Source: an optimization exercise on an open RTL-to-GDS flow (aim: small area, a short achievable clock period and few clock cycles per item). Production flows keep margins and buffers that such runs may drop. Only simulation tests tie the RTL to the original design; equivalence was not proved.

## lut_interp_ctrl
module lut_interp_ctrl #(
    parameter int DATA_WIDTH = lut_interp_pkg::DEF_DATA_WIDTH,
    parameter int NUM_POINTS = lut_interp_pkg::DEF_NUM_POINTS,
    localparam int ADDR_W    = $clog2(NUM_POINTS)
) (
    input  logic                  clk,
    input  logic                  rst_n,
    input  logic                  cfg_we,
    input  logic [ADDR_W-1:0]     cfg_addr,
    input  logic [DATA_WIDTH-1:0] cfg_x,
    input  logic [DATA_WIDTH-1:0] cfg_y,
    output logic                  cfg_busy,
    input  logic                  in_valid,
    output logic                  in_ready,
    input  logic [DATA_WIDTH-1:0] in_x,
    output logic                  out_valid,
    input  logic                  out_ready,
    output logic [DATA_WIDTH-1:0] out_y,
    output logic                  out_clamped
);
Size: ~4900 cells after synthesis, ~520 flip-flops, about 76 I/O pins, ~45000 um^2 of cells after synthesis.
Settings: LEC_CHECK=0, ABC_AREA=1, CAP_MARGIN=20, CORE_MARGIN=2, CORE_UTILIZATION=40, CTS_CLUSTER_DIAMETER=80, CTS_CLUSTER_SIZE=28, SLEW_MARGIN=20; clock period 110.0 ns.
standard.sh (not shown) runs the stock make flow with config.mk's settings and CLKGATE_MAP_FILE= SYNTH_SCRIPT=/design/flow/synth_recipe.tcl, a recipe that flattens the netlist after the stock synthesis.
==> flow/flow/run.sh <==
#!/bin/bash
# Layout flow: the standard ORFS flow, unchanged except that the port
# buffers ORFS inserts at placement are sky130_fd_sc_hd__buf_2 cells
# instead of the ones buffer_ports picks by default (clkdlybuf4s50_1, a
# delay cell). Every input and output port still gets its own buffer.
set -euo pipefail
export BUFFER_PORTS_ARGS="-buffer_cell sky130_fd_sc_hd__buf_2"
bash standard.sh > standard_flow.log 2>&1
Testbench counts at the start, summed over its fixed seeds: cycles 3,264, items 3,200.
Next try:
CTS_CLUSTER_SIZE = 24   (was 28)
The new run ran to the end with no violations.
Maximum frequency stays flat.
Non-clock buffer count stays the same.
Synthesized cell count is unchanged.
Setup slack degrades by 0.011 ns.
Core utilization barely changes.
Global-route usage is about the same.
Die area does not change.
Hold slack improves by 0.0075 ns.
Count of clock-buffer cells in the layout increases by 6.
Sequential share of layout area is about the same.

Setup of v58:
lut_interp_ctrl, a different RTL version from the one above (not shown whole).
Size in the first run: ~4700 cells after synthesis, about 520 flip-flops, about 76 I/O pins.
// lut_interp_ctrl
module lut_interp_ctrl #(
    parameter int DATA_WIDTH = lut_interp_pkg::DEF_DATA_WIDTH,
    parameter int NUM_POINTS = lut_interp_pkg::DEF_NUM_POINTS,
    localparam int ADDR_W    = $clog2(NUM_POINTS)
) (
    input  logic                  clk,
    input  logic                  rst_n,
    input  logic                  cfg_we,
    input  logic [ADDR_W-1:0]     cfg_addr,
    input  logic [DATA_WIDTH-1:0] cfg_x,
    input  logic [DATA_WIDTH-1:0] cfg_y,
    output logic                  cfg_busy,
    input  logic                  in_valid,
    output logic                  in_ready,
    input  logic [DATA_WIDTH-1:0] in_x,
    output logic                  out_valid,
    input  logic                  out_ready,
    output logic [DATA_WIDTH-1:0] out_y,
    output logic                  out_clamped
);
==> flow/config.mk <==
export PLATFORM = sky130hd
export DESIGN_NAME = lut_interp_ctrl
export DESIGN_NICKNAME = lut_interp_ctrl
export VERILOG_FILES = /design/flow/design.v
export SDC_FILE = /design/flow/constraint.sdc
export NUM_CORES = 4
export LEC_CHECK = 0
export ABC_AREA = 1
export CAP_MARGIN = 20
export CORE_MARGIN = 2
export CORE_UTILIZATION = 65
export CTS_CLUSTER_DIAMETER = 80
export CTS_CLUSTER_SIZE = 24
export SLEW_MARGIN = 20
==> flow/constraint.sdc <==
create_clock -name core_clock -period 110.0 [get_ports {clk}]
set_input_delay 22.0000 -clock core_clock [delete_from_list [all_inputs] [get_ports {clk}]]
set_output_delay 22.0000 -clock core_clock [all_outputs]
set_load 0.01 [all_outputs]
Scripts as last shown in full above: flow/flow/run.sh
Testbench counts of v58, summed over its fixed seeds: cycles 3,264, items 3,200.
Edits applied to the flow inputs when going from v58 to v32:
diff --git a/flow/config.mk b/flow/config.mk
--- a/flow/config.mk
+++ b/flow/config.mk
@@ -9,6 +9,7 @@
 export CAP_MARGIN = 20
 export CORE_MARGIN = 2
-export CORE_UTILIZATION = 65
-export CTS_CLUSTER_DIAMETER = 80
-export CTS_CLUSTER_SIZE = 24
+export CORE_UTILIZATION = 55
+export CTS_BUF_LIST = sky130_fd_sc_hd__clkbuf_8
+export CTS_CLUSTER_DIAMETER = 60
+export CTS_CLUSTER_SIZE = 16
 export SLEW_MARGIN = 20
v32: flow completed, timing, DRC and antenna clean
v32 reports a lower setup slack than v58 does.
When v32 is set beside v58, its sum of routed wire segments on met1 turns out to be 9.0% larger.
Going from v58 to v32, the initial detailed-routing violation count was found to have gone down by about 13%.
Compared with v58, in v32 final cell count has increased; routed wire length shows an increase of 4.2 mm.
When v32 is set beside v58, its H-tree depth turns out to be 1 larger.
For count of multi-input gates, v58 and v32 come out practically identical.
v32 ended up with a higher clock latency reported for the late side of the worst-skew pair than v58 did.
Comparing v58 and v32, the lower final area is on v58.
Setup changes, v32 to v5
diff --git a/flow/config.mk b/flow/config.mk
--- a/flow/config.mk
+++ b/flow/config.mk
@@ -10,6 +10,5 @@
 export CORE_MARGIN = 2
 export CORE_UTILIZATION = 55
-export CTS_BUF_LIST = sky130_fd_sc_hd__clkbuf_8
-export CTS_CLUSTER_DIAMETER = 60
-export CTS_CLUSTER_SIZE = 16
+export CTS_CLUSTER_DIAMETER = 80
+export CTS_CLUSTER_SIZE = 24
 export SLEW_MARGIN = 20
### Flow results
Taking v32 as the reference, in v5 pin slew with the least headroom to its limit now sits at about the same level; first-pass GRT wire length now sits at about the same level; via-per-instance ratio now sits at about the same level; global routing met3 resource utilization now sits lower.

== build 47 ==
lut_interp_ctrl, a different RTL version from the one above (not shown whole).
For scale: roughly 5000 cells after synthesis, about 0.045 mm² of cells after synthesis.
// lut_interp_ctrl
module lut_interp_ctrl #(
    parameter int DATA_WIDTH = lut_interp_pkg::DEF_DATA_WIDTH,
    parameter int NUM_POINTS = lut_interp_pkg::DEF_NUM_POINTS,
    localparam int ADDR_W    = $clog2(NUM_POINTS)
) (
    input  logic                  clk,
    input  logic                  rst_n,
    input  logic                  cfg_we,
    input  logic [ADDR_W-1:0]     cfg_addr,
    input  logic [DATA_WIDTH-1:0] cfg_x,
    input  logic [DATA_WIDTH-1:0] cfg_y,
    output logic                  cfg_busy,
    input  logic                  in_valid,
    output logic                  in_ready,
    input  logic [DATA_WIDTH-1:0] in_x,
    output logic                  out_valid,
    input  logic                  out_ready,
    output logic [DATA_WIDTH-1:0] out_y,
    output logic                  out_clamped
);
clock: 110.0 ns
lec_check: 0
abc_area: 1
cap_margin: 20
core_margin: 2
core_utilization: 40
cts_cluster_diameter: 80
cts_cluster_size: 28
slew_margin: 20
run.sh (not shown) runs the stock make flow with config.mk's settings and CLKGATE_MAP_FILE= SYNTH_SCRIPT=/design/flow/synth_recipe.tcl, a recipe that flattens the netlist after the stock synthesis.
Stock flow here: none of the scripts above is used.
Testbench counts of build 47, summed over its fixed seeds: cycles 3,264, items 3,200.
Modified inputs, build 28 compared to build 47
Settings: CTS_BUF_LIST now sky130_fd_sc_hd__clkbuf_8, previously not set; CTS_CLUSTER_DIAMETER no longer set, was 80; CTS_CLUSTER_SIZE no longer set, was 28.
Findings:
- Build 47 and build 28 ended up with roughly the same total negative setup slack.
- Delta (build 28 minus build 47): routed wire length up about 0.8%, non-clock buffer contribution to total cell area did not really move.
- Summary — slew at the pin closest to its max-slew limit, build 28 relative to build 47: lower, by 0.082 ns.
- Of the two candidates, build 47 has the worse worst hold slack and build 28 the better one.
- Looking at register share of the cell area, build 28 sits 0.47 points lower than build 47 does.
- Lower total routing resource utilization after global routing goes to build 47 over build 28.
## Diff of input files: build 23 against build 28
Settings: a deleted CTS_BUF_LIST that had been sky130_fd_sc_hd__clkbuf_8.
Notes after the runs:
For final cycle utilization of the critical path, build 23 and build 28 come out practically identical.
Build 23 gives more least setup slack across all paths after layout than build 28 did.
There was hardly any difference in design area between build 28 and build 23.
Between build 23 and build 28, the wire length figures differ only marginally.
Build 28 and build 23 ended up with roughly the same area added between synthesis and finish.
Compared with build 28, build 23 shows minimum period implied by the final worst setup slack lower by 0.069 ns.

Another version of the RTL of lut_interp_ctrl (not shown whole).
Size in the first run: about 4900 cells after synthesis, ~520 flip-flops, roughly 76 I/O pins.
export LEC_CHECK = 0
export ABC_AREA = 1
export CAP_MARGIN = 20
export CORE_MARGIN = 2
export CORE_UTILIZATION = 40
export CTS_CLUSTER_DIAMETER = 80
export CTS_CLUSTER_SIZE = 28
export SLEW_MARGIN = 20
create_clock -name core_clock -period 110.0 [get_ports {clk}]
standard.sh (not shown) runs the stock make flow with config.mk's settings and CLKGATE_MAP_FILE= SYNTH_SCRIPT=/design/flow/synth_recipe.tcl, a recipe that flattens the netlist after the stock synthesis.
Scripts as last shown in full above: flow/flow/run.sh
Testbench counts at the start, summed over its fixed seeds: cycles 3,264, items 3,200.
==> next run, changes <==
--- a/flow/config.mk
+++ b/flow/config.mk
@@ -11 +11 @@
-export CORE_UTILIZATION = 40
+export CORE_UTILIZATION = 55
@@ -13 +13 @@
-export CTS_CLUSTER_SIZE = 28
+export CTS_CLUSTER_SIZE = 24
What happened: Global-route usage goes up by 9.1 points; maximum frequency is about the same; flip-flop and latch count stays the same; via count stays flat.

## port drivers added, routing unchanged
How much do the figures lean on ideal ports? The routed layouts below were timed once more, with nothing changed but the port constraints.
Step 1 (the two cells are an assumption about what drives the block):
set clk [get_ports {clk}]
set_driving_cell -lib_cell sky130_fd_sc_hd__clkbuf_16 $clk
set_driving_cell -lib_cell sky130_fd_sc_hd__buf_2 [delete_from_list [all_inputs] $clk]
Step 2 also shifts input and output timing later by t, the mid clock arrival at the registers, as if the neighbouring blocks saw the same clock.
Slacks: ideal ports / drivers / drivers and shift; pairs: ideal ports / drivers.
run | shift t [ns] | slack for setup (ns) | worst register clock-pin slew, ns
the first run of note 1 | 0.671 | 86.837 / 86.766 / 86.617 | 0.11 / 0.11
the second run of note 1 | 0.668 | 86.826 / 86.756 / 86.593 | 0.10 / 0.10
v58 | 0.689 | 86.754 / 86.688 / 86.585 | 0.10 / 0.10
v32 | 0.750 | 86.733 / 86.669 / 86.674 | 0.11 / 0.11
v5 | 0.643 | 86.854 / 86.790 / 86.666 | 0.10 / 0.10
build 47 | 0.748 | 86.233 / 86.162 / 86.514 | 0.12 / 0.12
build 28 | 0.773 | 86.238 / 86.170 / 86.495 | 0.07 / 0.07
build 23 | 0.720 | 86.307 / 86.233 / 86.488 | 0.07 / 0.07
the first run of note 4 | 0.718 | 86.780 / 86.715 / 86.563 | 0.11 / 0.11
the second run of note 4 | 0.651 | 86.836 / 86.769 / 86.649 | 0.10 / 0.10
After both steps every run listed still meets setup and hold. The setup slack of the second run of note 1, which loses most, moves by -0.070 ns with the drivers and by -0.233 ns with both steps.
